What follows belongs to an exercise in optimizing a design on an open flow for small area and a short achievable clock period; a production flow would make more cautious choices.
In this exercise RTL edits were held to simulation tests only and were not proved equivalent to the original.
Power figures rest on the tool's default switching activity, not on a simulated workload.

==> flow/design.v <==
package spi_ram_pkg;
    localparam logic [1:0] WR_ADDR = 2'b00;
    localparam logic [1:0] WR_DATA = 2'b01;
    localparam logic [1:0] RD_ADDR = 2'b10;
    localparam logic [1:0] RD_DATA = 2'b11;
    typedef enum logic [1:0] {
        StIdle    = 2'b00,
        StWrReady = 2'b01,
        StRdReady = 2'b10
    } state_e;
endpackage
module spi_ram_mem #(
    parameter int unsigned MEM_DEPTH = 256,
    parameter int unsigned ADDR_SIZE = 8
) (
    input  logic                 clk,
    input  logic                 rst_n,
    input  logic                 we_i,
    input  logic [ADDR_SIZE-1:0] waddr_i,
    input  logic                 wpend_i,
    input  logic [7:0]           wdata_i,
    input  logic                 re_i,
    input  logic [7:0]           rsel0_i,
    input  logic [7:0]           rsel1_i,
    input  logic [1:0]           rhi_i,
    output logic [7:0]           rdata_o
);
    logic [8*MEM_DEPTH-1:0] mem_q;
    logic                   t_q;
    logic [15:0]            whi_n_q;    
    logic [15:0]            wlo_n_q;    
    logic [7:0]             col_q;
    logic [31:0]            cand_q;
    logic [7:0]             rdata_q;
    always_ff @(posedge clk) begin
        t_q <= !t_q;
        for (int i = 0; i < 16; i++) begin
            whi_n_q[i] <= !((we_i && (waddr_i[7:4] == 4'(i))) || (wpend_i && !whi_n_q[i]));
            wlo_n_q[i] <= wpend_i ? wlo_n_q[i] : (waddr_i[3:0] != 4'(i));
        end
        for (int b = 0; b < 8; b++) col_q[b] <= !wpend_i || (wdata_i[b] ^ !t_q);
    end
    logic [MEM_DEPTH-1:0] row;
    always_comb begin
        for (int r = 0; r < MEM_DEPTH; r++) row[r] = !whi_n_q[r / 16] && !wlo_n_q[r % 16];
    end
    always_ff @(posedge clk) begin
        for (int r = 0; r < MEM_DEPTH; r++)
            for (int b = 0; b < 8; b++)
                mem_q[8*r + b] <= !((row[r] && col_q[b]) || mem_q[8*r + b]);
    end
    logic [7:0]  l1 [32];
    logic [31:0] cand;
    always_comb begin
        for (int g = 0; g < 32; g++) begin
            l1[g] = '0;
            for (int i = 0; i < 8; i++) l1[g] = l1[g] | ({8{rsel0_i[i]}} & mem_q[8*(8*g+i) +: 8]);
        end
        for (int c = 0; c < 4; c++) begin
            cand[8*c +: 8] = '0;
            for (int i = 0; i < 8; i++) cand[8*c +: 8] = cand[8*c +: 8] | ({8{rsel1_i[i]}} & l1[8*c+i]);
        end
    end
    always_ff @(posedge clk) cand_q <= cand;
    always_ff @(posedge clk) begin
        if (!rst_n)    rdata_q <= 8'h00;
        else if (re_i) rdata_q <= cand_q[8*rhi_i +: 8] ^ {8{!t_q}};
    end
    assign rdata_o = rdata_q;
endmodule
module spi_ram_ctrl #(
    parameter int unsigned MEM_DEPTH = 256,
    parameter int unsigned ADDR_SIZE = 8
) (
    input  logic       clk,
    input  logic       rst_n,
    input  logic [9:0] din,
    input  logic       rx_valid,
    output logic [7:0] dout,
    output logic       tx_valid
    ,
    output logic       err
);
    logic                 rx_q;
    logic                 wr_rdy_q;
    logic                 rd_rdy_q;
    logic [ADDR_SIZE-1:0] wr_addr_q;
    logic [7:0]           rd_s0_q;
    logic [7:0]           rd_s1_q;
    logic [1:0]           rd_hi_q;
    logic                 wpend_q;    
    logic [7:0]           wdata_q;    
    logic                 tx_valid_q;
    logic                 err_q;
    logic                 cmd_edge;
    logic [1:0]           opcode;
    logic                 wr_exec;
    logic                 rd_exec;
    logic                 cmd_illegal;
    always_comb begin
        cmd_edge = rst_n && rx_valid && !rx_q;
        opcode   = din[9:8];
        wr_exec     = cmd_edge && (opcode == spi_ram_pkg::WR_DATA) && wr_rdy_q;
        rd_exec     = cmd_edge && (opcode == spi_ram_pkg::RD_DATA) && rd_rdy_q;
        cmd_illegal = cmd_edge && (((opcode == spi_ram_pkg::WR_DATA) && !wr_rdy_q) ||
                                   ((opcode == spi_ram_pkg::RD_DATA) && !rd_rdy_q));
    end
    always_ff @(posedge clk) begin
        wdata_q <= din[7:0];
        wpend_q <= wr_exec;
    end
    always_ff @(posedge clk) begin
        if (!rst_n) begin
            rx_q       <= 1'b0;
            wr_rdy_q   <= 1'b0;
            rd_rdy_q   <= 1'b0;
            wr_addr_q  <= '0;
            rd_s0_q    <= 8'h01;
            rd_s1_q    <= 8'h01;
            rd_hi_q    <= 2'b00;
            tx_valid_q <= 1'b0;
            err_q      <= 1'b0;
        end else begin
            rx_q       <= rx_valid;
            tx_valid_q <= rd_exec;
            if (wpend_q) wr_addr_q <= wr_addr_q + 1'b1;
            if (cmd_edge) begin
                case (opcode)
                    spi_ram_pkg::WR_ADDR: begin
                        wr_addr_q <= din[ADDR_SIZE-1:0];
                        wr_rdy_q  <= 1'b1;
                        rd_rdy_q  <= 1'b0;
                    end
                    spi_ram_pkg::RD_ADDR: begin
                        rd_s0_q   <= 8'h01 << din[2:0];
                        rd_s1_q   <= 8'h01 << din[5:3];
                        rd_hi_q   <= din[7:6];
                        wr_rdy_q  <= 1'b0;
                        rd_rdy_q  <= 1'b1;
                    end
                    spi_ram_pkg::RD_DATA: begin
                        if (rd_exec) rd_rdy_q <= 1'b0;
                    end
                    default: ;
                endcase
            end
            if (cmd_illegal) err_q <= 1'b1;
        end
    end
    spi_ram_mem #(
        .MEM_DEPTH (MEM_DEPTH),
        .ADDR_SIZE (ADDR_SIZE)
    ) u_mem (
        .clk     (clk),
        .rst_n   (rst_n),
        .we_i    (wr_exec),
        .waddr_i (wr_addr_q),
        .wpend_i (wpend_q),
        .wdata_i (wdata_q),
        .re_i    (rd_exec),
        .rsel0_i (rd_s0_q),
        .rsel1_i (rd_s1_q),
        .rhi_i   (rd_hi_q),
        .rdata_o (dout)
    );
    assign tx_valid = tx_valid_q;
    assign err = err_q;
endmodule
clock: 4.5 ns
lec_check: 0
cap_margin: 20
core_margin: 2
core_utilization: 65
cts_buf_list: sky130_fd_sc_hd__clkbuf_16
cts_cluster_diameter: 90
cts_cluster_size: 30
place_density: 0.73
setup_slack_margin: 2.5
slew_margin: 20
standard.sh (not shown) runs the stock make flow with config.mk's settings and CLKGATE_MAP_FILE= SYNTH_SCRIPT=/design/flow/synth_recipe.tcl, a recipe that flattens the netlist after the stock synthesis.
==> flow/flow/run.sh <==
#!/bin/bash
set -euo pipefail
export MAKEFLAGS='BUFFER_PORTS_ARGS=-buffer_cell\ sky130_fd_sc_hd__buf_4'
bash standard.sh finish > flow_make.log 2>&1
The baseline completed without violations.
Rerun with:
Settings changed: CAP_MARGIN 20 to 10, CORE_UTILIZATION 65 to 60, PLACE_DENSITY 0.73 to 0.68, SETUP_SLACK_MARGIN 2.5 to 2.4, SLEW_MARGIN 20 to 10.
- The new run passed the timing, design-rule and antenna checks
- core utilization drops by 5.7 points
- total power stays flat
- wire length drops by 1.5%
Rerun with:
Settings changed: CAP_MARGIN 10 to 20, SETUP_SLACK_MARGIN 2.4 to 2.5, SLEW_MARGIN 10 to 20.
Synthesized area stays the same; final area goes up by 0.85%; clock power stays flat; count of clock-buffer cells in the layout stays the same; hold slack loses 0.0086 ns; non-clock buffer count came out higher by 29; global-route usage increases by 0.49 points.

## afterwards: timing with drivers on the ports
The results above use ideal ports. As a check the final layouts listed here were re-extracted and re-timed, cells and wires unchanged.
Step 1 assumes that a clkbuf_16 drives the clock port and a buf_2 every other input.
Step 2 moves the port delays by t, midway between the first and last clock arrival at a register: inputs arrive t later, outputs are due t later. That takes back most of the time a late clock gives input paths.
Slacks: ideal / step 1 / step 2; pairs: ideal / step 1.
run	t (ns)	slack for setup (ns)	worst register clock-pin slew, ns
the first run	0.792	2.403 / 2.331 / 1.931	0.12 / 0.12
the second run	0.782	2.297 / 2.297 / 1.915	0.12 / 0.12
the third run	0.789	2.406 / 2.325 / 1.917	0.12 / 0.12
After both steps every run listed still meets setup and hold. For the third run, which loses most, drivers alone change the setup slack by -0.081 ns; drivers and shift together by -0.489 ns.
